What follows belongs to an exercise in optimizing a design on an open flow for small area; a production flow would make more cautious choices.
The RTL was checked by simulation tests, not by an equivalence proof against the original design.
Power and IR drop assume default switching activity.

$ cat config.mk
export PLATFORM = sky130hd
export DESIGN_NAME = mem_dados_ctx
export DESIGN_NICKNAME = mem_dados_ctx
export VERILOG_FILES = /design/flow/design.v
export SDC_FILE = /design/flow/constraint.sdc
export NUM_CORES = 4
export LEC_CHECK = 0
export CAP_MARGIN = 20
export CORE_MARGIN = 2
export CORE_UTILIZATION = 40
export SLEW_MARGIN = 20
$ cat design.v
`default_nettype none
package mem_dados_pkg;
  typedef enum logic [1:0] {
    IDLE   = 2'd0,
    SALVA  = 2'd1,
    PRONTO = 2'd2
  } ctx_state_e;
  localparam int unsigned OS_LIMIT_DEF = 687;
endpackage
`default_nettype wire
`default_nettype none
module mem_dados_ram #(
  parameter int DATA_W = 32,
  parameter int ADDR_W = 6
) (
  input  logic              clk,
  input  logic              we,
  input  logic              re,
  input  logic [ADDR_W-1:0] addr,
  input  logic [DATA_W-1:0] wdata,
  output logic [DATA_W-1:0] rdata
);
  logic [DATA_W-1:0] mem [2**ADDR_W];
  logic [DATA_W-1:0] rdata_q;
  always_ff @(posedge clk) begin
    if (we) mem[addr] <= wdata;
    if (re) rdata_q <= we ? wdata : mem[addr];
  end
  assign rdata = rdata_q;
endmodule
`default_nettype wire
`default_nettype none
module mem_dados_ctx
#(
  parameter int DATA_W   = 32,
  parameter int ADDR_W   = 6,
  parameter int NUM_PROC = 4,
  parameter int OS_LIMIT = mem_dados_pkg::OS_LIMIT_DEF
) (
  input  logic                        clk,
  input  logic                        rst_n,
  input  logic                        mem_write,
  input  logic                        mem_read,
  input  logic [31:0]                 posicao,
  input  logic [DATA_W-1:0]           dados,
  output logic [DATA_W-1:0]           rd_data,
  output logic                        rd_valid,
  output logic                        addr_err,
  input  logic [DATA_W-1:0]           pos_atual,
  input  logic [DATA_W-1:0]           end_atual,
  input  logic [$clog2(NUM_PROC)-1:0] proc_id,
  input  logic                        troca,
  input  logic                        fim,
  input  logic [$clog2(NUM_PROC)-1:0] proc_sel,
  output logic [DATA_W-1:0]           saida_pc,
  output logic [NUM_PROC-1:0]         slot_valido,
  output logic [NUM_PROC-1:0]         proc_fim,
  output logic                        ctx_ocupado,
  output logic                        ctx_pronto
);
  localparam int PW = $clog2(NUM_PROC);
  logic              acc_ok, ram_we, ram_re;
  logic              rd_valid_d, rd_valid_q;
  logic              addr_err_d, addr_err_q;
  logic              has_rd_d, has_rd_q;
  logic [DATA_W-1:0] ram_rdata;
  always_comb begin
    acc_ok     = (posicao >> ADDR_W) == 32'd0;
    ram_we     = mem_write & acc_ok;
    ram_re     = mem_read & acc_ok;
    rd_valid_d = ram_re;
    addr_err_d = (mem_read | mem_write) & ~acc_ok;
    has_rd_d   = has_rd_q | ram_re;
  end
  always_ff @(posedge clk or negedge rst_n) begin
    if (!rst_n) begin
      rd_valid_q <= 1'b0;
      addr_err_q <= 1'b0;
      has_rd_q   <= 1'b0;
    end else begin
      rd_valid_q <= rd_valid_d;
      addr_err_q <= addr_err_d;
      has_rd_q   <= has_rd_d;
    end
  end
  mem_dados_ram #(
    .DATA_W (DATA_W),
    .ADDR_W (ADDR_W)
  ) u_ram (
    .clk   (clk),
    .we    (ram_we),
    .re    (ram_re),
    .addr  (posicao[ADDR_W-1:0]),
    .wdata (dados),
    .rdata (ram_rdata)
  );
  assign rd_data  = has_rd_q ? ram_rdata : '0;
  assign rd_valid = rd_valid_q;
  assign addr_err = addr_err_q;
  mem_dados_pkg::ctx_state_e state_q;
  logic [DATA_W-1:0] pc_q;
  logic [PW-1:0]     id_q;
  logic              fim_q;
  logic [DATA_W-1:0] slot_q [NUM_PROC];
  logic [NUM_PROC-1:0] slot_valido_q, proc_fim_q;
  logic              ctx_pronto_q, ctx_ocupado_q;
  logic              save_req, accept;
  always_comb begin
    save_req = fim | (troca & (pos_atual > DATA_W'(OS_LIMIT)));
    accept   = (state_q == mem_dados_pkg::IDLE) & save_req & (32'(proc_id) < NUM_PROC);
  end
  always_ff @(posedge clk or negedge rst_n) begin
    if (!rst_n) begin
      state_q       <= mem_dados_pkg::IDLE;
      pc_q          <= '0;
      id_q          <= '0;
      fim_q         <= 1'b0;
      for (int i = 0; i < NUM_PROC; i++) slot_q[i] <= '0;
      slot_valido_q <= '0;
      proc_fim_q    <= '0;
      ctx_pronto_q  <= 1'b0;
      ctx_ocupado_q <= 1'b0;
    end else begin
      case (state_q)
        mem_dados_pkg::IDLE: begin
          ctx_pronto_q <= 1'b0;
          if (accept) begin
            pc_q          <= end_atual;
            id_q          <= proc_id;
            fim_q         <= fim;
            state_q       <= mem_dados_pkg::SALVA;
            ctx_ocupado_q <= 1'b1;
          end
        end
        mem_dados_pkg::SALVA: begin
          slot_q[id_q]        <= pc_q;
          slot_valido_q[id_q] <= 1'b1;
          if (fim_q) proc_fim_q[id_q] <= 1'b1;
          ctx_pronto_q        <= 1'b1;
          state_q             <= mem_dados_pkg::PRONTO;
        end
        mem_dados_pkg::PRONTO: begin
          ctx_pronto_q  <= 1'b0;
          ctx_ocupado_q <= 1'b0;
          state_q       <= mem_dados_pkg::IDLE;
        end
        default: begin
          ctx_pronto_q  <= 1'b0;
          ctx_ocupado_q <= 1'b0;
          state_q       <= mem_dados_pkg::IDLE;
        end
      endcase
    end
  end
  assign saida_pc    = (32'(proc_sel) < NUM_PROC) ? slot_q[proc_sel] : '0;
  assign slot_valido = slot_valido_q;
  assign proc_fim    = proc_fim_q;
  assign ctx_pronto  = ctx_pronto_q;
  assign ctx_ocupado = ctx_ocupado_q;
endmodule
`default_nettype wire
$ cat constraint.sdc
create_clock -name core_clock -period 5.0 [get_ports {clk}]
set_input_delay 1.0000 -clock core_clock [delete_from_list [all_inputs] [get_ports {clk}]]
set_output_delay 1.0000 -clock core_clock [all_outputs]
set_load 0.01 [all_outputs]
$ cat run.sh
#!/bin/bash
# synth_recipe.tcl (not shown) runs the flow's synth.tcl, then flattens the netlist and writes it again
# the make line also repeats each setting of config.mk as NAME=value (left out here)
make -C /OpenROAD-flow-scripts/flow DESIGN_CONFIG=/design/flow/config.mk WORK_HOME=/design/flow/orfs CLKGATE_MAP_FILE= SYNTH_SCRIPT=/design/flow/synth_recipe.tcl finish
==> results of run 1 <==
worst paths after layout:
path	cells past startpoint	slack [ps]	end
setup / recovery	7	1030	u_ram.rdata_q[27]$_DFFE_PP_
setup reg to reg	5	2050	u_ram.rdata_q[27]$_DFFE_PP_
max in group asynchronous	2	3810	slot_q[3][25]$_DFFE_PN0P_
hold / removal	1	170	pc_q[5]$_DFFE_PN0P_
min in group core_clock	2	470	proc_fim_q[0]$_DFFE_PN0P_
hold reg to reg	2	470	proc_fim_q[0]$_DFFE_PN0P_
flip-flops by register name, indices dropped and copies added (netlist names):
| register | cells |
|---|---|
| slot_q | 128 |
| state_q | 2 |
| ctx_ocupado_q | 1 |
| u_ram.mem | 2048 |
| ctx_pronto_q | 1 |
| id_q | 2 |
| rd_valid_q | 1 |
| u_ram.rdata_q | 32 |
| slot_valido_q | 4 |
| has_rd_q | 1 |
| pc_q | 32 |
| addr_err_q | 1 |
| proc_fim_q | 4 |
| fim_q | 1 |
cell usage in the layout, fill, tap and decap left out, drive strengths merged, types with 14 or more instances in the layout:
master	n
inv	17
nor2	155
a221oi	190
mux2i	197
a211oi	19
and3	15
a21oi	88
nand2	100
clkinv	104
a31oi	27
bufinv	20
buf	416
and2	39
a22oi	164
mux4	187
o22ai	95
clkdlybuf4s50	172
o22a	17
nand3	20
o21ai	92
clkbuf	278
mux2	337
a221o	68
o2bb2ai	14
dfrtp	178
edfxtp	2080
a22o	51
synthesized netlist by cell type (27+ instances only):
| cell type | n | share of area (%) |
|---|---|---|
| a21oi_1 | 88 | 0.50 |
| a221o_1 | 68 | 0.78 |
| a221oi_1 | 189 | 1.9 |
| a22o_1 | 51 | 0.51 |
| a22oi_1 | 164 | 1.4 |
| a31oi_1 | 27 | 0.19 |
| and2_1 | 39 | 0.28 |
| buf_1 | 27 | 0.12 |
| buf_2 | 123 | 0.70 |
| buf_4 | 45 | 0.38 |
| buf_6 | 28 | 0.36 |
| clkbuf_1 | 91 | 0.39 |
| dfrtp_1 | 178 | 5.1 |
| edfxtp_1 | 2080 | 71 |
| mux2_2 | 316 | 4.1 |
| mux2i_1 | 197 | 2.2 |
| mux4_2 | 187 | 4.8 |
| nand2_1 | 98 | 0.42 |
| nor2_1 | 153 | 0.65 |
| o21ai_0 | 86 | 0.49 |
| o22ai_1 | 95 | 0.68 |
cell families (layout without fill, tap and decap cells):
logic type,Yosys count,in the layout,synth area share [%]
muxes,721,721,11.37
AOI/OAI and AO/OA,931,931,8.043
and+or+nand+nor,419,419,2.347
buffers and inverters,324,1017,1.993
DFF,2258,2258,76.24
other,0,12,0
layer usage:
metal | vias to the layer above | GRT usage [%]
li1 | 20360 | -
met3 | 591 | 5.480
met2 | 3216 | 38.35
met4 | 6 | 9.620
met5 | - | 0
met1 | 26530 | 33.56
area by class of cell:
type / count / area [µm²] / share of cell area, %
Antenna cell: 12 / 30.03 / 0.02908
Clock buffer: 278 / 5974 / 5.786
Clock inverter: 141 / 1349 / 1.306
Inverter: 10 / 46.29 / 0.04483
Multi-Input combinational cell: 2071 / 19730 / 19.10
Sequential cell: 2258 / 66910 / 64.80
Tap cell: 2854 / 3571 / 3.458
Timing Repair Buffer: 588 / 5649 / 5.471
critical path, delay by kind of cell:
kind                   cells  cell delay, ps
buffers and inverters      2            1150
AOI/OAI and AO/OA          2             430
and+or+nand+nor            3            1930
report_power, final:
part	total [mW]	internal [mW]	leakage, nW	switching, mW
combinational	4.13	1.96	9.28	2.17
clock	16.8	9.52	3.56	7.26
sequential	21.8	21.4	20.8	0.452
==> results.txt, run 1 <==
run status=finished clean; Max IR drop VDD=316.2 µV; Final ANT Viol Nets=0; post-CTS setup buffer count=0; initial antenna violation count=18; Worst Path Arrival=~4500 ps; Hold WS=171.9 ps; GRT Overall Usage=24.57%; total power=42.72 mW; Cell variety after synth=81; WL met3=29930 µm; Worst setup startpoint=posicao[5]; WL met1=108300 µm; CP max-delay cell=nor4b_1; Syn Inst Count=between 4000 and 5000; post-layout util=47.46%; Final Hold Viols=0; cell-by-cell trace of the critical path=clkdlybuf4s50_1, buf_4, and3b_2, nand3_1, o21ai_0, nor4b_1, a31oi_1; CP Launch Type=input pin; largest net degree at the start of global routing=102; 1st-pass router iterations=7; Slew headroom=14.60%; DP Area=95900 µm²; # nets final=5293; non-filler cells, final=just over 8000; Final setup violation count=0; # clock sinks=2258; CTS Buf Count=226; Hold-fix buffers, CTS=0; top layer used by detailed routing=met5; FMAX=0.2521 GHz; die height=472.4 µm; Core Footprint=217600 µm²; P&R area growth vs syn=17.66%; Max Cap Viol=0; first-pass GRT wire length=386800 µm; cts repair resizes=0; setup_tns=0 ps; fillcell total=18010; Post-synth EDFFs=2080; die footprint=223200 µm²; critical path class=input pin to flip-flop; Final Max Tran Viols=0; routability cong.=0.8712; area of the mapped netlist=around 88000 µm²; Lkg Pwr=33.64 nW; io pins=214; worst r2r src=u_ram.mem[55][27]$_DFFE_PP_; deepest clock path buffer count=3; worst min path class=input pin to async pin; Required @ worst endpoint=between 5000 and 6000 ps; CTS clk-pin slew, worst paths=around 60 ps; Post-Syn Area per Cell=18.86 µm²; drt wl/cell=33.96 µm; total gr overflow=0; H-tree depth=4; sequential fraction of the synthesis area=76.24%; #FFs+latches synth=~2300; die width=between 400 and 500 µm; yosys warns=3; Setup WS pre-CTS=327.8 ps; clock root cell=clkbuf_16; Max stage delay on crit path=approximately 1100 ps; met2 WL post-DR=between 100000 and 150000 µm; hpwl dp=~170000 µm; Crit Path Max Fanout=18; Total Routed Length=between 200000 and 300000 µm; Pwr per Cell Area=just over 400 nW/µm²; prevailing post-synth register cell=edfxtp_1; post-layout min period=3967 ps; TritonCTS clock tree=built; layout cell share with drive strength beyond 1=25.36%; Initial Util=40.33%; Async SR Flop Fraction=7.883%; Via density=around 6; Worst-Margin Slew=1263 ps; Synthesized Nets=4791; vias in the first global route=just under 50000; fin crit share=approximately four fifths; unrepaired setup endpoints after global routing=no; Placed Instances=7781; PnR worst setup slack=slightly above 1000 ps; Core Rows=171; drt drc=0; CP endpoint kind=flip-flop; detailed router's first-iteration violation count=7083; via count=between 50000 and 60000; final instance area=103300 µm²; Max Clock Skew=47.56 ps; worst skew pair latency=870 ps; Port Buffers=209
==> run 2, diff against run 1 <==
==> design.v (replaced) <==
`default_nettype none
package mem_dados_pkg;
  typedef enum logic [1:0] {
    IDLE   = 2'd0,
    SALVA  = 2'd1,
    PRONTO = 2'd2
  } ctx_state_e;
  localparam int unsigned OS_LIMIT_DEF = 687;
endpackage
`default_nettype wire
`default_nettype none
module mem_dados_ram #(
  parameter int DATA_W = 32,
  parameter int ADDR_W = 6
) (
  input  logic              clk,
  input  logic              we,
  input  logic [ADDR_W-1:0] addr,
  input  logic [DATA_W-1:0] wdata,
  input  logic [ADDR_W-1:0] raddr,
  output logic [DATA_W-1:0] rdata
);
  logic [DATA_W-1:0] mem [2**ADDR_W];
  always_ff @(posedge clk) begin
    if (we) mem[addr] <= wdata;
  end
  logic [2**ADDR_W-1:0] rsel;
  always_comb begin
    rsel  = '0;
    rsel[raddr] = 1'b1;
    rdata = '0;
    for (int i = 0; i < 2**ADDR_W; i++) rdata = rdata | ({DATA_W{rsel[i]}} & mem[i]);
  end
endmodule
`default_nettype wire
`default_nettype none
module mem_dados_ctx
#(
  parameter int DATA_W   = 32,
  parameter int ADDR_W   = 6,
  parameter int NUM_PROC = 4,
  parameter int OS_LIMIT = mem_dados_pkg::OS_LIMIT_DEF
) (
  input  logic                        clk,
  input  logic                        rst_n,
  input  logic                        mem_write,
  input  logic                        mem_read,
  input  logic [31:0]                 posicao,
  input  logic [DATA_W-1:0]           dados,
  output logic [DATA_W-1:0]           rd_data,
  output logic                        rd_valid,
  output logic                        addr_err,
  input  logic [DATA_W-1:0]           pos_atual,
  input  logic [DATA_W-1:0]           end_atual,
  input  logic [$clog2(NUM_PROC)-1:0] proc_id,
  input  logic                        troca,
  input  logic                        fim,
  input  logic [$clog2(NUM_PROC)-1:0] proc_sel,
  output logic [DATA_W-1:0]           saida_pc,
  output logic [NUM_PROC-1:0]         slot_valido,
  output logic [NUM_PROC-1:0]         proc_fim,
  output logic                        ctx_ocupado,
  output logic                        ctx_pronto
);
  localparam int PW = $clog2(NUM_PROC);
  logic              acc_ok;
  logic              rd_valid_q, addr_err_q;
  logic [ADDR_W-1:0] raddr_q;
  assign acc_ok = (posicao >> ADDR_W) == 32'd0;
  always_ff @(posedge clk or negedge rst_n) begin
    if (!rst_n) begin
      rd_valid_q <= 1'b0;
      addr_err_q <= 1'b0;
    end else begin
      rd_valid_q <= mem_read & acc_ok;
      addr_err_q <= (mem_read | mem_write) & ~acc_ok;
    end
  end
  always_ff @(posedge clk) raddr_q <= posicao[ADDR_W-1:0];
  mem_dados_ram #(
    .DATA_W (DATA_W),
    .ADDR_W (ADDR_W)
  ) u_ram (
    .clk   (clk),
    .we    (mem_write & acc_ok),
    .addr  (posicao[ADDR_W-1:0]),
    .wdata (dados),
    .raddr (raddr_q),
    .rdata (rd_data)
  );
  assign rd_valid = rd_valid_q;
  assign addr_err = addr_err_q;
  logic              ocup_q, pronto_q;
  logic [DATA_W-1:0] pc_q;
  logic [PW-1:0]     id_q;
  logic              fim_q;
  logic [DATA_W-1:0] slot_q [NUM_PROC];
  logic [NUM_PROC-1:0] slot_valido_q, proc_fim_q;
  logic              save_req, saving;
  assign save_req = fim | (troca & (pos_atual > DATA_W'(OS_LIMIT)));
  assign saving   = ocup_q & ~pronto_q;
  always_ff @(posedge clk or negedge rst_n) begin
    if (!rst_n) begin
      ocup_q        <= 1'b0;
      pronto_q      <= 1'b0;
      slot_valido_q <= '0;
      proc_fim_q    <= '0;
    end else begin
      ocup_q   <= ocup_q ? ~pronto_q : save_req;
      pronto_q <= saving;
      if (saving) begin
        slot_valido_q[id_q] <= 1'b1;
        if (fim_q) proc_fim_q[id_q] <= 1'b1;
      end
    end
  end
  always_ff @(posedge clk) begin
    pc_q  <= end_atual;
    id_q  <= proc_id;
    fim_q <= fim;
  end
  always_ff @(posedge clk) begin
    if (saving) slot_q[id_q] <= pc_q;
  end
  assign saida_pc    = slot_q[proc_sel];
  assign slot_valido = slot_valido_q;
  assign proc_fim    = proc_fim_q;
  assign ctx_pronto  = pronto_q;
  assign ctx_ocupado = ocup_q;
endmodule
`default_nettype wire
==> run 2 against run 1 <==
  * Now fails the layout checks on negative setup slack
  * Power down 7.3%
  * Utilization up 3.7 points
  * Synthesized cell count down 2.7%
  * First-iteration DRC count up 35%
  * Non-clock buffer count up 455
  * Cell count up 2.5%
  * Die area down 6.7%
  * Clock power down 4%
  * Hold slack better by 240 ps
  * Largest cell class unchanged
  * Highest routed layer unchanged
==> results.txt, run 2 <==
Worst-Margin Slew=973.1 ps (was 1263 ps); Pwr per Cell Area=379.3 nW/µm² (was 413.7 nW/µm²); clock root cell=clkbuf_16 (unchanged); PnR worst setup slack=-523.5 ps (was 1033 ps); Final setup violation count=32 (was 0); drt drc=0 (unchanged); Max stage delay on crit path=500 ps (was 1080 ps); total gr overflow=0 (unchanged); detailed router's first-iteration violation count=9565 (was 7083); largest family of logic cells by synthesized area=compound AO/OA/AOI/OAI gates (was multiplexers); H-tree depth=4 (unchanged); vias in the first global route=50720 (was 48770); Fail Reasons=negative setup slack; worst r2r src=ocup_q$_DFF_PN0_ (was u_ram.mem[55][27]$_DFFE_PP_); min-delay src=dados[11]; CTS clk-pin slew, worst paths=70 ps (was 60 ps); Cell variety after synth=86 (was 81); Max Clock Skew=28.15 ps (was 47.56 ps); setup_tns=-10450 ps (was 0 ps); Post-synth top cells=edfxtp_1, a22oi_1, nand2_1 (was edfxtp_1, mux2_2, mux2i_1); post-layout util=51.16% (was 47.46%); CP max-delay cell=or4_4 (was nor4b_1); via count=53280 (was 50700); Syn Inst Count=4528 (was 4653); Synth Area in Adders=0.06113% (was 0%); hold path depth=1; top cells by area, synth=edfxtp_1, a22oi_1, a22o_1 (was edfxtp_1, dfrtp_1, mux4_2); Required @ worst endpoint=4000 ps (was 5580 ps); P&R area growth vs syn=27.45% (was 17.66%); Post-synth EDFFs=2176 (was 2080); Final Max Tran Viols=0 (unchanged); Core Footprint=204000 µm² (was 217600 µm²); Core Rows=166 (was 171); initial antenna violation count=8 (was 18); layout cell share with drive strength beyond 1=28.59% (was 25.36%); compound-gate portion of the synthesized area=10.78% (was 8.043%); first-pass GRT wire length=419500 µm (was 386800 µm); Lkg Pwr=33.97 nW (was 33.64 nW); R2R setup slack=2870 ps (was 2050 ps); cell-by-cell trace of the critical path=buf_6, or4_4, or3_4, nand2_8, buf_12, buf_16, buf_12, mux2i_1, nor3_1, a2111o_1, nor4_4, buf_4, nand4_1, buf_6, buf_6 (was clkdlybuf4s50_1, buf_4, and3b_2, nand3_1, o21ai_0, nor4b_1, a31oi_1); CTS Buf Count=218 (was 226); cell family with most CP delay=simple AND/OR/NAND/NOR gates (unchanged); worst skew pair latency=830 ps (was 870 ps); Synthesized Nets=4670 (was 4791); GRT Overall Usage=29.24% (was 24.57%); 1st-pass router iterations=8 (was 7); top cell type's share of synthesized area=79.81% (was 71.17%); unrepaired setup endpoints after global routing=yes (was no); mux share of post-synthesis cell area=2.028% (was 11.37%); die height=456.4 µm (was 472.4 µm); hpwl dp=193500 µm (was 167800 µm); routability cong.=0.9551 (was 0.8712); Async SR Flop Fraction=0.5384% (was 7.883%); Slew headroom=35.13% (was 14.60%); worst min path class=input pin to flip-flop (was input pin to async pin); TritonCTS clock tree=built (unchanged); crit-path most repeated cell=buf_6; area of the mapped netlist=81880 µm² (was 87760 µm²); prevailing post-synth register cell=edfxtp_1 (unchanged); post-layout min period=5524 ps (was 3967 ps); io pins=214 (unchanged); leading area contributor after synthesis=edfxtp_1 (unchanged); critical path class=flip-flop to primary output (was input pin to flip-flop); commonest non-fill, non-tap cell in the layout=edfxtp_1 (unchanged); hold path endpoint=u_ram.mem[29][11]$_DFFE_PP_; CP Launch Type=flip-flop (was input pin); Post-Synth XOR/XNOR Area=0.03209% (was 0%); deepest clock path buffer count=3 (unchanged); run status=finished with violations (was finished clean); Post-Syn Area per Cell=18.08 µm² (was 18.86 µm²); total power=39.58 mW (was 42.72 mW); Initial Util=40.14% (was 40.33%); FMAX=0.1810 GHz (was 0.2521 GHz); Port Buffers=209 (unchanged); Final ANT Viol Nets=0 (unchanged); most numerous cell in the Yosys netlist=edfxtp_1 (unchanged); Top reg by flops=u_ram.mem (unchanged); sequential fraction of the synthesis area=81.18% (was 76.24%); fin crit share=110.5% (was 79.33%); r2r endpoint=slot_q[1][25]$_DFFE_PP_ (was u_ram.rdata_q[27]$_DFFE_PP_); die width=456.4 µm (was 472.4 µm); Worst Path Arrival=4520 ps (was 4540 ps); # nets final=5685 (was 5293); CP endpoint kind=primary output (was flip-flop); Max Cap Viol=0 (unchanged); die footprint=208300 µm² (was 223200 µm²); Total Routed Length=312200 µm (was 278900 µm); # clock sinks=2229 (was 2258); Post-Synth Simple-Gate Area=4.673% (was 2.347%); Largest register FFs=2048 (unchanged); Regs by FF count=u_ram.mem x2048, slot_q x128, pc_q x32 (was u_ram.mem x2048, slot_q x128); Crit Path Max Fanout=9 (was 18); largest net degree at the start of global routing=65 (was 102); Final Hold Viols=0 (unchanged); drt wl/cell=37.08 µm (was 33.96 µm); most frequent cells in the layout=edfxtp_1, buf_4, a22oi_1, clkbuf_16, nand2_1 (was edfxtp_1, mux2_2, buf_4, clkbuf_16, mux2i_1); R2R depth=4 (was 5); Max IR drop VDD=352.2 µV (was 316.2 µV); crit path buf inv count=7 (was 2); Via density=6.328 (was 6.174); #FFs+latches synth=2229 (was 2258); Hold-fix buffers, CTS=0 (unchanged); yosys warns=2 (was 3)
-- run 2: cell types whose count changed after synthesis, sizes merged, moves of 111 or more --
cell | previous run | this run
buf | 223 | 70
nand2 | 100 | 216
dfrtp | 178 | 12
mux2 | 337 | 7
mux4 | 187 | 32
mux2i | 197 | 86
a22oi | 164 | 446
-- run 2: what timing repair did --
item / 4_1_cts / 5_1_grt
endpoints found under the setup margin: 32 / 32
pin swaps: 162 / 83
resized for setup: 533 / 102
gates cloned: 1 / 2
buffers inserted: 76 / 27
-- run 2: worst max-delay path by stage --
stage | from | to | slack, ps | depth (start not counted)
4_1_cts | raddr_q[0]$_DFF_P_ | rd_data[5] | -480 | 14
6_report | raddr_q[0]$_DFF_P_ | rd_data[4] | -520 | 15
5_1_grt | raddr_q[0]$_DFF_P_ | rd_data[4] | -580 | 16
3_3_place_gp | raddr_q[0]$_DFF_P_ | rd_data[30] | -520 | 13
3_5_place_dp | raddr_q[1]$_DFF_P_ | rd_data[30] | -590 | 11
2_1_floorplan | raddr_q[1]$_DFF_P_ | rd_data[30] | 190 | 15
-- run 2: cells by family after synthesis --
kind of cell / after synthesis
DFF: 2229
AOI/OAI and AO/OA: 1142
and+or+nand+nor: 771
buffers and inverters: 254
muxes: 125
adders and majority gates: 4
xor gates and xnor gates: 3
-- run 2: power by group --
part           switching [mW]  leakage [nW]  internal, mW
combinational            1.60          10.5          1.03
sequential             0.0545          20.0          20.7
clock                    7.25          3.41          8.98
total                    8.90          34.0          30.7
-- run 2: layout make-up --
type	instances	area (µm²)
fill	16490	99610
sequential	2229	66470
multi-input combinational	2045	16940
timing repair buffer	1043	10490
clock buffer	269	5668
tap	2688	3363
clock inverter	137	1399
inverter	6	22.52
antenna	2	5.005
-- run 2: worst register-to-register path: stages, from the launching register on --
cell	delay, ps
dfrtp_1	400
nor2b_1	360
nor2b_1	290
and2_1	240
buf_4	430
-- run 2: stage by stage --
stage	hold WS (ps)	std cells	setup WS [ps]	area (µm²)
floorplan	438.3	4528	185.0	81880
global placement	446.8	7908	-519.5	94030
detailed placement	456.4	7909	-590.0	94050
CTS	353.7	8390	-484.6	103600
global route	380.7	8417	-579.4	104300
finish	407.0	8419	-523.5	104300
-- run 2: metal layers --
metal	up-vias	GRT usage (%)	wire length, µm
met1	27160	38.37	111800
met4	2	16.33	21120
met5	-	0	10
li1	21010	-	-
met2	4228	44.60	139400
met3	877	7.331	39840
==> run 3, diff against run 2 <==
--- a/design.v
+++ b/design.v
@@ -15,22 +15,29 @@
 ) (
   input  logic              clk,
   input  logic              we,
+  input  logic              wr,
   input  logic [ADDR_W-1:0] addr,
   input  logic [DATA_W-1:0] wdata,
-  input  logic [ADDR_W-1:0] raddr,
   output logic [DATA_W-1:0] rdata
 );
-  logic [DATA_W-1:0] mem [2**ADDR_W];
+  localparam int NW = 2**ADDR_W;
+  logic [DATA_W-1:0] mem [NW];
+  logic [DATA_W-1:0] rdata_q;
+  logic [NW-1:0]     dec;
+  always_comb begin
+    dec = '0;
+    dec[addr] = 1'b1;
+  end
   always_ff @(posedge clk) begin
     if (we) mem[addr] <= wdata;
   end
-  logic [2**ADDR_W-1:0] rsel;
+  logic [DATA_W-1:0] rd_d;
   always_comb begin
-    rsel  = '0;
-    rsel[raddr] = 1'b1;
-    rdata = '0;
-    for (int i = 0; i < 2**ADDR_W; i++) rdata = rdata | ({DATA_W{rsel[i]}} & mem[i]);
+    rd_d = {DATA_W{wr}} & wdata;
+    for (int i = 0; i < NW; i++) rd_d = rd_d | ({DATA_W{dec[i] & ~wr}} & mem[i]);
   end
+  always_ff @(posedge clk) rdata_q <= rd_d;
+  assign rdata = rdata_q;
 endmodule
 `default_nettype wire
 `default_nettype none
@@ -65,7 +72,6 @@
   localparam int PW = $clog2(NUM_PROC);
   logic              acc_ok;
   logic              rd_valid_q, addr_err_q;
-  logic [ADDR_W-1:0] raddr_q;
   assign acc_ok = (posicao >> ADDR_W) == 32'd0;
   always_ff @(posedge clk or negedge rst_n) begin
     if (!rst_n) begin
@@ -76,16 +82,15 @@
       addr_err_q <= (mem_read | mem_write) & ~acc_ok;
     end
   end
-  always_ff @(posedge clk) raddr_q <= posicao[ADDR_W-1:0];
   mem_dados_ram #(
     .DATA_W (DATA_W),
     .ADDR_W (ADDR_W)
   ) u_ram (
     .clk   (clk),
     .we    (mem_write & acc_ok),
+    .wr    (mem_write),
     .addr  (posicao[ADDR_W-1:0]),
     .wdata (dados),
-    .raddr (raddr_q),
     .rdata (rd_data)
   );
   assign rd_valid = rd_valid_q;
==> run 3 against run 2 <==
  * Area after synthesis grew 1.4%
  * Critical endpoint is now u_ram.rdata_q[24]$_DFF_P_
  * Synthesized cell count grew 4.8%
  * Hold slack lost 6.5 ps
  * Clock skew grew 3.6 ps
  * First-iteration DRC count grew 47%
  * Now clean on timing, DRC and antenna
==> results.txt, run 3 <==
Post-Syn Area per Cell=17.49 µm² (was 18.08 µm²); Hold WS=400.5 ps (was 407.0 ps); vias in the first global route=53980 (was 50720); DP Area=95870 µm² (was 94050 µm²); Final setup violation count=0 (was 32); die height=459.6 µm (was 456.4 µm); worst min path class=input pin to flip-flop (unchanged); cts repair resizes=0 (was 533); # nets final=5773 (was 5685); setup_tns=0 ps (was -10450 ps); Port Buffers=209 (unchanged); drt wl/cell=46.25 µm (was 37.08 µm); Pwr per Cell Area=384.5 nW/µm² (was 379.3 nW/µm²); critical path class=input pin to flip-flop (was flip-flop to primary output); TritonCTS clock tree=built (unchanged); Max Cap Viol=0 (unchanged); area of the mapped netlist=83030 µm² (was 81880 µm²); Max IR drop VDD=355.4 µV (was 352.2 µV); commonest non-fill, non-tap cell in the layout=edfxtp_1 (unchanged); Via density=6.987 (was 6.328); prevailing post-synth register cell=edfxtp_1 (unchanged); Placed Instances=8118 (was 7909); top cell type's share of synthesized area=78.70% (was 79.81%); Cell variety after synth=78 (was 86); most numerous cell in the Yosys netlist=edfxtp_1 (unchanged); Final Max Tran Viols=0 (unchanged); Core Rows=167 (was 166); clock root cell=clkbuf_16 (unchanged); CP Launch Type=input pin (was flip-flop); Post-Synth XOR/XNOR Area=0.03014% (was 0.03209%); cell family with most CP delay=compound AO/OA/AOI/OAI gates (was simple AND/OR/NAND/NOR gates); first-pass GRT wire length=508800 µm (was 419500 µm); Post-Synth Simple-Gate Area=5.391% (was 4.673%); H-tree depth=4 (unchanged); CP max-delay cell=a211oi_1 (was or4_4); Syn Inst Count=4747 (was 4528); 1st-pass router iterations=8 (unchanged); Post-synth top cells=edfxtp_1, a22oi_1, nand2_1 (unchanged); Worst-Margin Slew=1243 ps (was 973.1 ps); die footprint=211200 µm² (was 208300 µm²); # clock sinks=2255 (was 2229); drt drc=0 (unchanged); mux share of post-synthesis cell area=1.640% (was 2.028%); via count=59700 (was 53280); Async SR Flop Fraction=0.5322% (was 0.5384%); Final Hold Viols=0 (unchanged); compound-gate portion of the synthesized area=10.88% (was 10.78%); run status=finished clean (was finished with violations); FMAX=0.2083 GHz (was 0.1810 GHz); Crit Path Max Fanout=15 (was 9); crit path buf inv count=5 (was 7); largest family of logic cells by synthesized area=compound AO/OA/AOI/OAI gates (unchanged); io pins=214 (unchanged); deepest clock path buffer count=3 (unchanged); Regs by FF count=u_ram.mem x2048, slot_q x128 (was u_ram.mem x2048, slot_q x128, pc_q x32); final instance area=102700 µm² (was 104300 µm²); P&R area growth vs syn=23.75% (was 27.45%); GRT Overall Usage=36.57% (was 29.24%); Top reg by flops=u_ram.mem (unchanged); Max stage delay on crit path=930 ps (was 500 ps); Core Footprint=206700 µm² (was 204000 µm²); unrepaired setup endpoints after global routing=no (was yes); CTS Buf Count=215 (was 218); Synth Area in Adders=0.06028% (was 0.06113%); most frequent cells in the layout=edfxtp_1, buf_4, a22oi_1, nand2_1, clkbuf_16 (was edfxtp_1, buf_4, a22oi_1, clkbuf_16, nand2_1); Total Routed Length=395200 µm (was 312200 µm); Slew headroom=15.01% (was 35.13%); initial antenna violation count=36 (was 8); #FFs+latches synth=2255 (was 2229); die width=459.6 µm (was 456.4 µm); detailed router's first-iteration violation count=14070 (was 9565); post-CTS setup buffer count=0 (was 76); largest net degree at the start of global routing=66 (was 65); fin crit share=96.01% (was 110.5%); Initial Util=40.18% (was 40.14%); Worst Path Arrival=5530 ps (was 4520 ps); worst skew pair latency=870 ps (was 830 ps); non-filler cells, final=8545 (was 8419); Synthesized Nets=4889 (was 4670); Largest register FFs=2048 (unchanged); Hold-fix buffers, CTS=0 (unchanged); Post-synth EDFFs=2176 (unchanged); total power=39.50 mW (was 39.58 mW); CP endpoint kind=flip-flop (was primary output); post-layout min period=4801 ps (was 5524 ps); hpwl dp=247600 µm (was 193500 µm); routability cong.=0.9800 (was 0.9551); Lkg Pwr=32.81 nW (was 33.97 nW); cell-by-cell trace of the critical path=clkdlybuf4s50_1, buf_4, or3_1, buf_12, o21ai_4, buf_12, a22o_2, nor2_2, buf_4, a22o_1, a211oi_1, nand4_1, or4_1 (was buf_6, or4_4, or3_4, nand2_8, buf_12, buf_16, buf_12, mux2i_1, nor3_1, a2111o_1, nor4_4, buf_4, nand4_1, buf_6, buf_6); top cells by area, synth=edfxtp_1, a22oi_1, dfxtp_1 (was edfxtp_1, a22oi_1, a22o_1); sequential fraction of the synthesis area=80.68% (was 81.18%); CTS clk-pin slew, worst paths=60 ps (was 70 ps); total gr overflow=0 (unchanged); leading area contributor after synthesis=edfxtp_1 (unchanged); yosys warns=2 (unchanged); Max Clock Skew=31.70 ps (was 28.15 ps); Required @ worst endpoint=5730 ps (was 4000 ps); layout cell share with drive strength beyond 1=21.97% (was 28.59%); Final ANT Viol Nets=0 (unchanged)
==> run 3: through the flow <==
stage               util [%]  worst slack, ps
floorplan                  -            684.9
global placement       46.39           -405.9
detailed placement     46.39           -408.1
CTS                    49.69            490.8
global route           49.69            332.3
finish                 49.72            199.3
==> run 3: layout make-up <==
class                      instances  area [µm²]
antenna                           25       62.56
clock buffer                     297        5871
clock inverter                   105       938.4
fill                           16990      103900
inverter                           6       22.52
multi-input combinational       2213       16050
sequential                      2255       66980
tap                             2704        3383
timing repair buffer             940        9437
==> run 3: kinds of logic (layout without fill, tap and decap cells) <==
| group | Yosys count | after routing |
|---|---|---|
| AND/OR/NAND/NOR | 913 | 913 |
| buffers and inverters | 279 | 1348 |
| adder cells (fa/ha/maj) | 4 | 4 |
| multiplexers | 95 | 95 |
| flip-flops | 2255 | 2255 |
| XOR/XNOR | 2 | 2 |
| other | 0 | 25 |
| AO/OA/AOI/OAI | 1199 | 1199 |
==> run 3: worst paths after layout <==
check,start,end,slack (ps),cells after the start
worst max-delay path,posicao[0],u_ram.rdata_q[24]$_DFF_P_,200,13
worst min-delay path,dados[2],u_ram.mem[9][2]$_DFFE_PP_,400,1
worst max register to register,u_ram.mem[26][21]$_DFFE_PP_,u_ram.rdata_q[21]$_DFF_P_,2190,8
worst min register to register,slot_valido_q[1]$_DFFE_PN0P_,slot_valido_q[1]$_DFFE_PN0P_,470,1
max in group asynchronous,rst_n,rd_valid_q$_DFF_PN0_,4160,1
min in group asynchronous,rst_n,addr_err_q$_DFF_PN0_,480,1
==> run 3: routing by layer <==
| layer | up-vias | wire length (µm) | track usage (%) |
|---|---|---|---|
| met4 | 36 | 32620 | 24.23 |
| met1 | 29700 | 130300 | 45.78 |
| met3 | 1598 | 70050 | 15.83 |
| li1 | 21600 | - | - |
| met5 | - | 474 | 0.1837 |
| met2 | 6770 | 161700 | 51.36 |
==> run 3: where the power goes <==
part	switching, mW	internal, mW	total (mW)
registers	0.0946	20.9	21.0
logic	1.62	0.775	2.39
clock network	7.30	8.79	16.1
==> run 4, diff against run 3 <==
--- a/design.v
+++ b/design.v
@@ -9,6 +9,18 @@
 endpackage
 `default_nettype wire
 `default_nettype none
+module mem_dados_sel8 #(
+  parameter int W = 32
+) (
+  input  logic [7:0]     sel,
+  input  logic [8*W-1:0] d,
+  output logic [W-1:0]   y
+);
+  always_comb begin
+    y = '0;
+    for (int i = 0; i < 8; i++) y = y | ({W{sel[i]}} & d[i*W +: W]);
+  end
+endmodule
 module mem_dados_ram #(
   parameter int DATA_W = 32,
   parameter int ADDR_W = 6
@@ -23,20 +35,25 @@
   localparam int NW = 2**ADDR_W;
   logic [DATA_W-1:0] mem [NW];
   logic [DATA_W-1:0] rdata_q;
-  logic [NW-1:0]     dec;
-  always_comb begin
-    dec = '0;
-    dec[addr] = 1'b1;
-  end
   always_ff @(posedge clk) begin
     if (we) mem[addr] <= wdata;
   end
-  logic [DATA_W-1:0] rd_d;
+  logic [7:0] lsel, hsel;
   always_comb begin
-    rd_d = {DATA_W{wr}} & wdata;
-    for (int i = 0; i < NW; i++) rd_d = rd_d | ({DATA_W{dec[i] & ~wr}} & mem[i]);
+    lsel = '0; lsel[addr[2:0]] = 1'b1;
+    hsel = '0; hsel[addr[5:3]] = ~wr;
   end
-  always_ff @(posedge clk) rdata_q <= rd_d;
+  logic [8*DATA_W-1:0] grp;
+  for (genvar g = 0; g < 8; g++) begin : g_grp
+    logic [8*DATA_W-1:0] words;
+    for (genvar i = 0; i < 8; i++) begin : g_w
+      assign words[i*DATA_W +: DATA_W] = mem[8*g+i];
+    end
+    mem_dados_sel8 #(.W(DATA_W)) u_sel (.sel(lsel), .d(words), .y(grp[g*DATA_W +: DATA_W]));
+  end
+  logic [DATA_W-1:0] rd_grp;
+  mem_dados_sel8 #(.W(DATA_W)) u_sel_hi (.sel(hsel), .d(grp), .y(rd_grp));
+  always_ff @(posedge clk) rdata_q <= rd_grp | ({DATA_W{wr}} & wdata);
   assign rdata = rdata_q;
 endmodule
 `default_nettype wire
==> flow/run.sh (new file) <==
#!/bin/bash
# Standard ORFS layout with three changes: ports buffered with buf_2 instead of
# the default delay-cell buffer, and CTS with larger sink clusters and
# no dummy loads.
set -euo pipefail
bash standard.sh \
  "BUFFER_PORTS_ARGS=-buffer_cell sky130_fd_sc_hd__buf_2" \
  "CTS_ARGS=-sink_clustering_enable -repair_clock_nets -dont_use_dummy_load -sink_clustering_size 25 -sink_clustering_max_diameter 60" \
  finish > standard_flow.log 2>&1
==> standard.sh (new file) <==
#!/bin/bash
# synth_recipe.tcl (not shown) runs the flow's synth.tcl, then flattens the netlist and writes it again
# the make line also repeats each setting of config.mk as NAME=value (left out here)
make -C /OpenROAD-flow-scripts/flow DESIGN_CONFIG=/design/flow/config.mk WORK_HOME=/design/flow/orfs CLKGATE_MAP_FILE= SYNTH_SCRIPT=/design/flow/synth_recipe.tcl "${@:-finish}"
--- a/config.mk
+++ b/config.mk
@@ -5,7 +5,9 @@
 export SDC_FILE = /design/flow/constraint.sdc
 export NUM_CORES = 4
 export LEC_CHECK = 0
-export CAP_MARGIN = 20
+export CAP_MARGIN = 0
 export CORE_MARGIN = 2
 export CORE_UTILIZATION = 40
-export SLEW_MARGIN = 20
+export SLEW_MARGIN = 0
+export SYNTH_HIERARCHICAL = 1
+export SYNTH_MINIMUM_KEEP_SIZE = 0
removed: run.sh
==> run 4 against run 3 <==
  * Utilization shrank 5.0 points
  * Sequential power is essentially flat
  * Area after synthesis shrank 2.2%
  * Die area shrank 2.2%
  * Critical path depth shrank 2
  * Hold slack lost 300 ps
  * Routed wire length shrank 45%
  * Setup slack gained 1200 ps
  * Combinational power shrank 22%
  * Design area shrank 12%
  * Via count shrank 27%
  * Sequential cell count is the same
  * Critical endpoint is now u_ram.rdata_q[13]$_DFF_P_
  * Largest power group unchanged
==> results.txt, run 4 <==
run status=finished clean (unchanged); first-pass GRT wire length=308400 µm (was 508800 µm); die width=454.5 µm (was 459.6 µm); fillcell total=17230 (was 16990); largest net degree at the start of global routing=66 (unchanged); initial antenna violation count=8 (was 36); die height=454.5 µm (was 459.6 µm); Final ANT Viol Nets=0 (unchanged); Max stage delay on crit path=550 ps (was 930 ps); total gr overflow=0 (unchanged); fin crit share=71.10% (was 96.01%); Final Max Tran Viols=0 (unchanged); Worst Path Arrival=4260 ps (was 5530 ps); TritonCTS clock tree=built (unchanged); setup_tns=0 ps (unchanged); Max Cap Viol=0 (unchanged); Worst-Margin Slew=1252 ps (was 1243 ps); Max IR drop VDD=362.6 µV (was 355.4 µV); Max Clock Skew=78.30 ps (was 31.70 ps); final instance area=90220 µm² (was 102700 µm²); critical path class=input pin to flip-flop (unchanged); post-layout min period=3555 ps (was 4801 ps); drt wl/cell=30.30 µm (was 46.25 µm); worst min path class=input pin to async pin (was input pin to flip-flop); Post-Syn Area per Cell=19.49 µm² (was 17.49 µm²); clock root cell=clkbuf_16 (unchanged); Port Buffers=209 (unchanged); post-layout util=44.69% (was 49.72%); Required @ worst endpoint=5710 ps (was 5730 ps); Hold-fix buffers, CTS=0 (unchanged); Cell variety after synth=42 (was 78); Lkg Pwr=27.19 nW (was 32.81 nW); layout cell share with drive strength beyond 1=15.67% (was 21.97%); yosys warns=9 (was 2); non-filler cells, final=7169 (was 8545); Via density=6.073 (was 6.987); Top reg by flops=u_ram.mem (unchanged); GRT Overall Usage=20.57% (was 36.57%); CTS clk-pin slew, worst paths=90 ps (was 60 ps); routability cong.=0.7899 (was 0.9800); Post-synth EDFFs=2176 (unchanged); Slew headroom=16.54% (was 15.01%); most frequent cells in the layout=edfxtp_1, a22oi_1, nand4_1, buf_2, buf_4 (was edfxtp_1, buf_4, a22oi_1, nand2_1, clkbuf_16); Regs by FF count=u_ram.mem x2048, slot_q x128 (unchanged); area of the mapped netlist=81160 µm² (was 83030 µm²); die footprint=206500 µm² (was 211200 µm²); PnR worst setup slack=1445 ps (was 199.3 ps); Pwr per Cell Area=367.2 nW/µm² (was 384.5 nW/µm²); cts repair resizes=0 (unchanged); hpwl dp=121900 µm (was 247600 µm); io pins=214 (unchanged); Final Hold Viols=0 (unchanged); 1st-pass router iterations=5 (was 8); Core Footprint=201900 µm² (was 206700 µm²); Synthesized Nets=4308 (was 4889); Total Routed Length=217200 µm (was 395200 µm); unrepaired setup endpoints after global routing=no (unchanged); Placed Instances=7034 (was 8118); leading area contributor after synthesis=edfxtp_1 (unchanged); drt drc=0 (unchanged); deepest clock path buffer count=3 (unchanged); post-CTS setup buffer count=0 (unchanged); Post-synth top cells=edfxtp_1, a22oi_1, nand4_1 (was edfxtp_1, a22oi_1, nand2_1); Hold WS=102.2 ps (was 400.5 ps); via count=43530 (was 59700); # clock sinks=2255 (unchanged); Crit Path Max Fanout=55 (was 15); vias in the first global route=42560 (was 53980); sequential fraction of the synthesis area=82.53% (was 80.68%); top cell type's share of synthesized area=80.51% (was 78.70%); top cells by area, synth=edfxtp_1, a22oi_1, nand4_1 (was edfxtp_1, a22oi_1, dfxtp_1); Initial Util=40.20% (was 40.18%); worst skew pair latency=770 ps (was 870 ps); Core Rows=165 (was 167); Syn Inst Count=4165 (was 4747); Setup WS pre-CTS=708.0 ps (was -408.1 ps); # nets final=4638 (was 5773); #FFs+latches synth=2255 (unchanged); FMAX=0.2813 GHz (was 0.2083 GHz); total power=33.13 mW (was 39.50 mW); Largest register FFs=2048 (unchanged); prevailing post-synth register cell=edfxtp_1 (unchanged); CP endpoint kind=flip-flop (unchanged); CP Launch Type=input pin (unchanged); commonest non-fill, non-tap cell in the layout=edfxtp_1 (unchanged); most numerous cell in the Yosys netlist=edfxtp_1 (unchanged); H-tree depth=4 (unchanged); R2R depth=5 (was 8); CTS Buf Count=131 (was 215); CP max-delay cell=a22oi_1 (was a211oi_1); detailed router's first-iteration violation count=5278 (was 14070); P&R area growth vs syn=11.16% (was 23.75%); Async SR Flop Fraction=0.5322% (unchanged); Final setup violation count=0 (unchanged); cell-by-cell trace of the critical path=buf_2, inv_1, ha_1, xor2_1, and2_4, buf_12, a22oi_1, nand4_1, a22oi_1, nand4_1, a21o_1 (was clkdlybuf4s50_1, buf_4, or3_1, buf_12, o21ai_4, buf_12, a22o_2, nor2_2, buf_4, a22o_1, a211oi_1, nand4_1, or4_1); DP Area=86930 µm² (was 95870 µm²)
run 4: cell types whose count changed after synthesis, sizes merged, moves of 108 or more:
| cell | before | now |
|---|---|---|
| nand3 | 131 | 2 |
| a22oi | 450 | 1152 |
| a21oi | 151 | 3 |
| clkbuf | 202 | 11 |
| nand4 | 107 | 291 |
| nand2 | 258 | 5 |
| a221oi | 108 | 0 |
| nor2 | 190 | 72 |
| buf | 71 | 232 |
run 4: report_power, final:
group	switching [mW]	leakage (nW)	internal [mW]
sequential	0.0879	20.3	20.9
combinational	1.29	5.32	0.573
clock	5.64	1.61	4.66
total	7.02	27.2	26.1
run 4: final timing paths:
kind / slack, ps / startpoint / end
max reg2reg: 2990 / u_ram.mem[20][25]$_DFFE_PP_ / u_ram.rdata_q[25]$_DFF_P_
min: 100 / rst_n / slot_valido_q[1]$_DFFE_PN0P_
max: 1450 / posicao[0] / u_ram.rdata_q[13]$_DFF_P_
min in group core_clock: 330 / end_atual[17] / pc_q[17]$_DFF_P_
max in group asynchronous: 4590 / rst_n / ocup_q$_DFF_PN0_
min reg2reg: 460 / slot_valido_q[2]$_DFFE_PN0P_ / slot_valido_q[2]$_DFFE_PN0P_
run 4: logic make-up (layout without fill, tap and decap cells):
group / Yosys count / count (layout) / synth area share, %
DFF: 2255 / 2255 / 82.53
AOI/OAI and AO/OA: 1196 / 1196 / 11.14
and+or+nand+nor: 424 / 424 / 3.102
buffers and inverters: 249 / 577 / 2.212
muxes: 32 / 32 / 0.8972
adders and majority gates: 5 / 5 / 0.07708
xor gates and xnor gates: 4 / 4 / 0.04317
other: 0 / 4 / 0
run 4: layout make-up:
type	count	area [µm²]	share of cell area, %
sequential	2255	66980	74.24
multi-input combinational	1661	12970	14.37
timing repair buffer	440	3618	4.011
tap	2672	3343	3.706
clock buffer	131	3278	3.633
inverter	6	22.52	0.02496
antenna	4	10.01	0.01109
run 4: critical path, delay by kind of cell:
kind,cells,cell delay [ps]
xor gates and xnor gates,1,190
AOI/OAI and AO/OA,3,1000
adders and majority gates,1,290
buffers and inverters,3,690
and+or+nand+nor,3,1000
run 4: metal layers:
layer / part of all wire (%) / GRT usage [%] / up-vias
met5: 0.072 / 0 / -
met4: 2.8 / 5.702 / 12
met3: 8.5 / 4.212 / 280
met2: 47 / 33.00 / 1982
met1: 41 / 28.53 / 22950
li1: - / - / 18310
==> run 5, diff against run 4 <==
--- a/design.v
+++ b/design.v
@@ -9,6 +9,21 @@
 endpackage
 `default_nettype wire
 `default_nettype none
+module mem_dados_aoi #(
+  parameter int N = 3,
+  parameter int W = 32
+) (
+  input  logic [N-1:0]   sel,
+  input  logic [N*W-1:0] d,
+  output logic [W-1:0]   yn
+);
+  logic [W-1:0] y;
+  always_comb begin
+    y = '0;
+    for (int i = 0; i < N; i++) y = y | ({W{sel[i]}} & d[i*W +: W]);
+  end
+  assign yn = ~y;
+endmodule
 module mem_dados_sel8 #(
   parameter int W = 32
 ) (
@@ -16,10 +31,22 @@
   input  logic [8*W-1:0] d,
   output logic [W-1:0]   y
 );
-  always_comb begin
-    y = '0;
-    for (int i = 0; i < 8; i++) y = y | ({W{sel[i]}} & d[i*W +: W]);
-  end
+  logic [W-1:0] yn0, yn1, yn2;
+  mem_dados_aoi #(.N(3), .W(W)) u_a0 (.sel(sel[2:0]), .d(d[0*W +: 3*W]), .yn(yn0));
+  mem_dados_aoi #(.N(3), .W(W)) u_a1 (.sel(sel[5:3]), .d(d[3*W +: 3*W]), .yn(yn1));
+  mem_dados_aoi #(.N(2), .W(W)) u_a2 (.sel(sel[7:6]), .d(d[6*W +: 2*W]), .yn(yn2));
+  assign y = ~(yn0 & yn1 & yn2);
+endmodule
+module mem_dados_hold #(
+  parameter int W = 32
+) (
+  input  logic         load,
+  input  logic         hold,
+  input  logic [W-1:0] d,
+  input  logic [W-1:0] q,
+  output logic [W-1:0] y
+);
+  assign y = ({W{load}} & d) | ({W{hold}} & q);
 endmodule
 module mem_dados_ram #(
   parameter int DATA_W = 32,
@@ -35,8 +62,17 @@
   localparam int NW = 2**ADDR_W;
   logic [DATA_W-1:0] mem [NW];
   logic [DATA_W-1:0] rdata_q;
-  always_ff @(posedge clk) begin
-    if (we) mem[addr] <= wdata;
+  logic [NW-1:0] wsel;
+  always_comb begin
+    wsel = '0;
+    wsel[addr] = we;
+  end
+  for (genvar w = 0; w < NW; w++) begin : g_word
+    logic [DATA_W-1:0] nxt;
+    mem_dados_hold #(.W(DATA_W)) u_hold (
+      .load (wsel[w]), .hold (~wsel[w]), .d (wdata), .q (mem[w]), .y (nxt)
+    );
+    always_ff @(posedge clk) mem[w] <= nxt;
   end
   logic [7:0] lsel, hsel;
   always_comb begin
==> run 5 against run 4 <==
  * Highest routed layer unchanged
  * Still clean
  * Sequential power down 12%
  * Power is 8.0% lower
  * Clock skew decreased by 6.8 ps
  * Largest cell class unchanged
  * Via count grew 47%
==> results.txt, run 5 <==
first-pass GRT wire length=435400 µm (was 308400 µm); Max IR drop VDD=385.9 µV (was 362.6 µV); Regs by FF count=u_ram.mem x2048, slot_q x128 (unchanged); Top reg by flops=u_ram.mem (unchanged); final instance area=88120 µm² (was 90220 µm²); deepest clock path buffer count=3 (unchanged); R2R setup slack=2550 ps (was 2990 ps); Final ANT Viol Nets=0 (unchanged); total gr overflow=0 (unchanged); Post-Syn Area per Cell=12.85 µm² (was 19.49 µm²); sequential fraction of the synthesis area=55.98% (was 82.53%); area of the multi-input gates=30350 µm² (was 12970 µm²); hpwl dp=175700 µm (was 121900 µm); detailed router's first-iteration violation count=11110 (was 5278); DP Area=84720 µm² (was 86930 µm²); Total Routed Length=303800 µm (was 217200 µm); # clock sinks=2255 (unchanged); P&R area growth vs syn=6.121% (was 11.16%); drt wl/cell=32.83 µm (was 30.30 µm); Synthesized Nets=6604 (was 4308); post-CTS setup buffer count=0 (unchanged); Cell variety after synth=54 (was 42); Initial Util=40.18% (was 40.20%); setup_tns=0 ps (unchanged); Core Rows=167 (was 165); post-layout min period=4254 ps (was 3555 ps); cell-by-cell trace of the critical path=buf_2, inv_1, ha_1, nor2b_1, nor2_1, and2_4, buf_12, buf_4, a222oi_1, nand3_1, a222oi_1, buf_4, nand3_1, a21o_1 (was buf_2, inv_1, ha_1, xor2_1, and2_4, buf_12, a22oi_1, nand4_1, a22oi_1, nand4_1, a21o_1); layout cell share with drive strength beyond 1=14.84% (was 15.67%); Worst setup startpoint=posicao[0] (unchanged); Hold-fix buffers, CTS=0 (unchanged); most numerous cell in the Yosys netlist=dfxtp_1 (was edfxtp_1); top cell type's share of synthesized area=50.99% (was 80.51%); critical path class=input pin to flip-flop (unchanged); CP Launch Type=input pin (unchanged); Post-synth top cells=dfxtp_1, a22o_1, a222oi_1 (was edfxtp_1, a22oi_1, nand4_1); yosys warns=12 (was 9); run status=finished clean (unchanged); routability cong.=0.9431 (was 0.7899); prevailing post-synth register cell=dfxtp_1 (was edfxtp_1); unrepaired setup endpoints after global routing=no (unchanged); 1st-pass router iterations=10 (was 5); Post-synth EDFFs=128 (was 2176); Required @ worst endpoint=5690 ps (was 5710 ps); fillcell total=18820 (was 17230); Port Buffers=209 (unchanged); Final setup violation count=0 (unchanged); H-tree depth=4 (unchanged); leading area contributor after synthesis=dfxtp_1 (was edfxtp_1); die width=459.6 µm (was 454.5 µm); Pwr per Cell Area=346.0 nW/µm² (was 367.2 nW/µm²); worst skew pair latency=820 ps (was 770 ps); Crit Path Max Fanout=41 (was 55); cts repair resizes=0 (unchanged); commonest non-fill, non-tap cell in the layout=dfxtp_1 (was edfxtp_1); worst min path class=input pin to async pin (unchanged); Slew headroom=6.146% (was 16.54%); Core Footprint=206700 µm² (was 201900 µm²); Worst-Margin Slew=1404 ps (was 1252 ps); fin crit share=85.07% (was 71.10%); Lkg Pwr=33.04 nW (was 27.19 nW); most frequent cells in the layout=dfxtp_1, a22o_1, a222oi_1, buf_4, nand3_1 (was edfxtp_1, a22oi_1, nand4_1, buf_2, buf_4); register area=46480 µm² (was 66980 µm²); Async SR Flop Fraction=0.5322% (unchanged); Final Max Tran Viols=0 (unchanged); CTS clk-pin slew, worst paths=70 ps (was 90 ps); drt drc=0 (unchanged); Max stage delay on crit path=690 ps (was 550 ps); Syn Inst Count=6462 (was 4165); vias in the first global route=61460 (was 42560); TritonCTS clock tree=built (unchanged); die footprint=211200 µm² (was 206500 µm²); Largest register FFs=2048 (unchanged); post-layout util=42.64% (was 44.69%); CP max-delay cell=a222oi_1 (was a22oi_1); Max Clock Skew=71.49 ps (was 78.30 ps); #FFs+latches synth=2255 (unchanged); io pins=214 (unchanged); Final Hold Viols=0 (unchanged); # nets final=6688 (was 4638); Via density=6.936 (was 6.073); top cells by area, synth=dfxtp_1, a22o_1, buf_6 (was edfxtp_1, a22oi_1, nand4_1); initial antenna violation count=24 (was 8); die height=459.6 µm (was 454.5 µm); FMAX=0.2351 GHz (was 0.2813 GHz); GRT Overall Usage=27.38% (was 20.57%); area of the mapped netlist=83030 µm² (was 81160 µm²); via count=64190 (was 43530); worst r2r src=u_ram.mem[8][27]$_DFF_P_ (was u_ram.mem[20][25]$_DFFE_PP_); Max Cap Viol=0 (unchanged); CP endpoint kind=flip-flop (unchanged); CTS Buf Count=135 (was 131); Worst Path Arrival=4950 ps (was 4260 ps); largest net degree at the start of global routing=86 (was 66); clock root cell=clkbuf_16 (unchanged)
-- run 5: cell count changes in the layout (fill, tap and decap cells not counted), moves of 57 or more --
cell      before   now
a22o_1         0  1920
nor2_4        64     7
nand3_1        2   302
a22o_2         0   128
buf_4        164   321
dfxtp_1       67  2115
a222oi_1       0   576
a22oi_1     1143   288
nand4_1      291     5
nand2_1        5    72
edfxtp_1    2176   128
-- run 5: cells by family after synthesis --
group	count (synthesis)	synth area share (%)
compound gates	2974	31.87
simple gates	543	3.246
flops	2255	55.98
fa+ha+maj	4	0.06028
xor+xnor	9	0.09494
buf+inv	641	7.813
mux	36	0.9282
-- run 5: per-stage QoR --
stage	hold WS [ps]	cells	power (mW)	setup WS, ps
after global routing	130.3	9251	31.28	672.6
after CTS	88.99	9248	30.56	834.0
after floorplan	438.3	6462	19.32	303.2
after detailed placement	452.1	9113	20.21	23.06
final	112.5	9254	30.49	746.3
after global placement	449.8	9113	20.18	29.13
-- run 5: worst max-delay path, delay by kind of cell --
| family | cells | cell delay (ps) |
|---|---|---|
| AOI/OAI and AO/OA | 3 | 1270 |
| adders and majority gates | 1 | 310 |
| and+or+nand+nor | 5 | 1270 |
| buffers and inverters | 5 | 1050 |
-- run 5: cell type report --
class / instances / share of cell area (%)
Sequential cell: 2255 / 52.75
Antenna cell: 6 / 0.01704
Multi-Input combinational cell: 3566 / 34.45
Clock buffer: 135 / 3.834
Inverter: 7 / 0.02982
Tap cell: 2704 / 3.840
Timing Repair Buffer: 581 / 5.081
-- run 5: final timing paths --
| path | endpoint | depth (start not counted) |
|---|---|---|
| worst max-delay path | u_ram.rdata_q[25]$_DFF_P_ | 14 |
| worst min-delay path | rd_valid_q$_DFF_PN0_ | 1 |
| worst max register to register | u_ram.rdata_q[27]$_DFF_P_ | 5 |
| worst min register to register | slot_q[2][27]$_DFFE_PP_ | 0 |
| max in group asynchronous | slot_valido_q[2]$_DFFE_PN0P_ | 1 |
| min in group core_clock | pc_q[22]$_DFF_P_ | 1 |
-- run 5: per-layer routing --
layer / track usage [%] / vias to the layer above / share of wire, %
met1: 37.21 / 32790 / 41
met5: 0 / - / 0.054
li1: - / 26770 / -
met4: 15.01 / 26 / 5.8
met3: 5.999 / 590 / 10
met2: 40.30 / 4014 / 43
-- run 5: where the power goes --
group / total, mW / internal, mW / switching, mW
logic: 1.45 / 0.313 / 1.14
clock network: 10.7 / 4.80 / 5.87
registers: 18.4 / 18.3 / 0.0713
==> run 6, diff against run 5 <==
--- a/config.mk
+++ b/config.mk
@@ -5,9 +5,9 @@
 export SDC_FILE = /design/flow/constraint.sdc
 export NUM_CORES = 4
 export LEC_CHECK = 0
-export CAP_MARGIN = 0
+export CAP_MARGIN = 10
 export CORE_MARGIN = 2
 export CORE_UTILIZATION = 40
-export SLEW_MARGIN = 0
+export SLEW_MARGIN = 10
 export SYNTH_HIERARCHICAL = 1
 export SYNTH_MINIMUM_KEEP_SIZE = 0
==> run 6 against run 5 <==
  * Highest routed layer unchanged
  * Sequential share of layout area stayed put
  * Clock power hardly changed
  * First-iteration DRC count stayed put
  * Critical endpoint unchanged
  * Fmax stayed put
  * Count of clock-buffer cells in the layout stayed put
==> results.txt, run 6 <==
run status=finished clean (unchanged); die footprint=211200 µm² (unchanged); Via density=6.936 (unchanged); Max IR drop VDD=385.9 µV (unchanged); leading area contributor after synthesis=dfxtp_1 (unchanged); Final Max Tran Viols=0 (unchanged); worst skew pair latency=820 ps (about the same); H-tree depth=4 (unchanged); final instance area=88120 µm² (unchanged); Required @ worst endpoint=5690 ps (about the same); vias in the first global route=61460 (unchanged); area of the multi-input gates=30350 µm² (unchanged); area of the mapped netlist=83030 µm² (unchanged); Post-synth EDFFs=128 (unchanged); die height=459.6 µm (unchanged); Final ANT Viol Nets=0 (unchanged); prevailing post-synth register cell=dfxtp_1 (unchanged); Lkg Pwr=33.04 nW (unchanged); most numerous cell in the Yosys netlist=dfxtp_1 (unchanged); unrepaired setup endpoints after global routing=no (unchanged); # nets final=6688 (unchanged); Syn Inst Count=6462 (unchanged); Core Rows=167 (unchanged); initial antenna violation count=24 (unchanged); deepest clock path buffer count=3 (unchanged); Slew headroom=6.146% (unchanged); io pins=214 (unchanged); FMAX=0.2351 GHz (unchanged); Final setup violation count=0 (unchanged); #FFs+latches synth=2255 (unchanged); Core Footprint=206700 µm² (unchanged); routability cong.=0.9431 (unchanged); Max Cap Viol=0 (unchanged); Final Hold Viols=0 (unchanged); CP endpoint kind=flip-flop (unchanged); Worst-Margin Slew=1404 ps (unchanged); Worst Path Arrival=4950 ps (about the same); Cell variety after synth=54 (unchanged); Regs by FF count=u_ram.mem x2048, slot_q x128 (unchanged); fin crit share=85.07% (unchanged); Pwr per Cell Area=346.0 nW/µm² (unchanged); CTS clk-pin slew, worst paths=70 ps (about the same); top cells by area, synth=dfxtp_1, a22o_1, buf_6 (unchanged); top cell type's share of synthesized area=50.99% (unchanged); most frequent cells in the layout=dfxtp_1, a22o_1, a222oi_1, buf_4, nand3_1 (unchanged); worst min path class=input pin to async pin (unchanged); first-pass GRT wire length=435400 µm (unchanged); hpwl dp=175700 µm (unchanged); total power=30.49 mW (unchanged); 1st-pass router iterations=10 (unchanged); Placed Instances=9113 (unchanged); post-layout util=42.64% (unchanged); via count=64190 (unchanged); register area=46480 µm² (unchanged); GRT Overall Usage=27.38% (unchanged); Crit Path Max Fanout=41 (unchanged); Port Buffers=209 (unchanged); post-CTS setup buffer count=0 (unchanged); cts repair resizes=0 (unchanged); setup_tns=0 ps (unchanged); clock root cell=clkbuf_16 (unchanged); non-filler cells, final=9254 (unchanged); Async SR Flop Fraction=0.5322% (unchanged); Post-synth top cells=dfxtp_1, a22o_1, a222oi_1 (unchanged); DP Area=84720 µm² (unchanged); CTS Buf Count=135 (unchanged); layout cell share with drive strength beyond 1=14.84% (unchanged); Post-Syn Area per Cell=12.85 µm² (unchanged); Largest register FFs=2048 (unchanged); CP Launch Type=input pin (unchanged); Initial Util=40.18% (unchanged); Hold-fix buffers, CTS=0 (unchanged); post-layout min period=4254 ps (unchanged); Max Clock Skew=71.49 ps (unchanged); sequential fraction of the synthesis area=55.98% (unchanged); P&R area growth vs syn=6.121% (unchanged); yosys warns=12 (unchanged); TritonCTS clock tree=built (unchanged); Top reg by flops=u_ram.mem (unchanged); drt wl/cell=32.83 µm (unchanged); largest net degree at the start of global routing=86 (unchanged); fillcell total=18820 (unchanged); Synthesized Nets=6604 (unchanged); total gr overflow=0 (unchanged); Total Routed Length=303800 µm (unchanged); drt drc=0 (unchanged); # clock sinks=2255 (unchanged); commonest non-fill, non-tap cell in the layout=dfxtp_1 (unchanged); critical path class=input pin to flip-flop (unchanged); die width=459.6 µm (unchanged); detailed router's first-iteration violation count=11110 (unchanged)
[run 6: path summary, 6_finish.rpt]
path / start / endpoint / slack, ps / cells after the start
hold reg to reg: pc_q[27]$_DFF_P_ / slot_q[2][27]$_DFFE_PP_ / 460 / 0
max in group asynchronous: rst_n / slot_valido_q[2]$_DFFE_PN0P_ / 4530 / 1
min in group core_clock: end_atual[22] / pc_q[22]$_DFF_P_ / 290 / 1
setup / recovery: posicao[0] / u_ram.rdata_q[25]$_DFF_P_ / 750 / 14
setup reg to reg: u_ram.mem[8][27]$_DFF_P_ / u_ram.rdata_q[27]$_DFF_P_ / 2550 / 5
hold / removal: rst_n / rd_valid_q$_DFF_PN0_ / 110 / 1
[run 6: kinds of logic (layout without fill, tap and decap cells)]
kind of cell | after synthesis | in the layout | share of synthesized area, %
simple gates | 543 | 543 | 3.246
buf+inv | 641 | 723 | 7.813
xor+xnor | 9 | 9 | 0.09494
other cells | 0 | 6 | 0
flops | 2255 | 2255 | 55.98
compound gates | 2974 | 2974 | 31.87
fa+ha+maj | 4 | 4 | 0.06028
mux | 36 | 36 | 0.9282
[run 6: critical path, cell delays in order]
cell	delay (ps)
buf_2	160
inv_1	110
ha_1	310
nor2b_1	380
nor2_1	120
and2_4	320
buf_12	280
buf_4	240
a222oi_1	390
nand3_1	380
a222oi_1	690
buf_4	260
nand3_1	70
a21o_1	190
[run 6: metrics by stage]
step	worst slack, ps	hold slack (ps)
finish	746.3	112.5
global route	672.6	130.3
CTS	834.0	88.99
detailed placement	23.06	452.1
global placement	29.13	449.8
floorplan	303.2	438.3
[run 6: cell type report]
type	instances	share of cell area [%]
clock buffer	135	3.834
tap	2704	3.840
sequential	2255	52.75
multi-input combinational	3566	34.45
inverter	7	0.02982
antenna	6	0.01704
timing repair buffer	581	5.081
[run 6: report_power, final]
| group | switching [mW] | internal [mW] |
|---|---|---|
| clock | 5.87 | 4.80 |
| combinational | 1.14 | 0.313 |
| sequential | 0.0713 | 18.3 |
[run 6: layer usage]
layer | share of wire [%] | vias to the layer above | global-route usage [%] | wire (µm)
met5 | 0.054 | - | 0 | 165
met4 | 5.8 | 26 | 15.01 | 17640
met3 | 10 | 590 | 5.999 | 31880
met2 | 43 | 4014 | 40.30 | 129400
met1 | 41 | 32790 | 37.21 | 124700
li1 | - | 26770 | - | -

## port drivers added, routing unchanged
No port has a modelled driver above. Below, the same layouts with a new extraction and two added sets of constraints.
Step 1 (the two cells are an assumption about what drives the block):
set clk [get_ports {clk}]
set_driving_cell -lib_cell sky130_fd_sc_hd__clkbuf_16 $clk
set_driving_cell -lib_cell sky130_fd_sc_hd__buf_2 [delete_from_list [all_inputs] $clk]
Step 2, shift: input delay + t, output delay - t, t = (earliest + latest rising clock arrival at the registers) / 2. This alone moves slack from input paths to output paths.
a / b / c = ideal ports / drivers / drivers and shift; a / b = the first two.
| run | t (ns) | setup slack, ns | clock arrival spread, ns | slew at the worst register clock pin (ns) |
|---|---|---|---|---|
| run 1 | 0.949 | 1.033 / 1.082 / 0.148 | 0.062 / 0.062 | 0.07 / 0.07 |
| run 2 | 0.964 | -0.524 / -0.622 / 0.342 | 0.123 / 0.122 | 0.07 / 0.07 |
| run 3 | 0.954 | 0.199 / 0.233 / -0.721 | 0.049 / 0.049 | 0.07 / 0.07 |
| run 4 | 0.837 | 1.445 / 1.471 / 0.635 | 0.127 / 0.127 | 0.10 / 0.10 |
| run 5 | 0.884 | 0.746 / 0.693 / -0.191 | 0.104 / 0.104 | 0.10 / 0.10 |
| run 6 | 0.884 | 0.746 / 0.693 / -0.191 | 0.104 / 0.104 | 0.10 / 0.10 |
Met with ideal ports but missed after step 2: setup timing in run 3, run 5 and run 6.
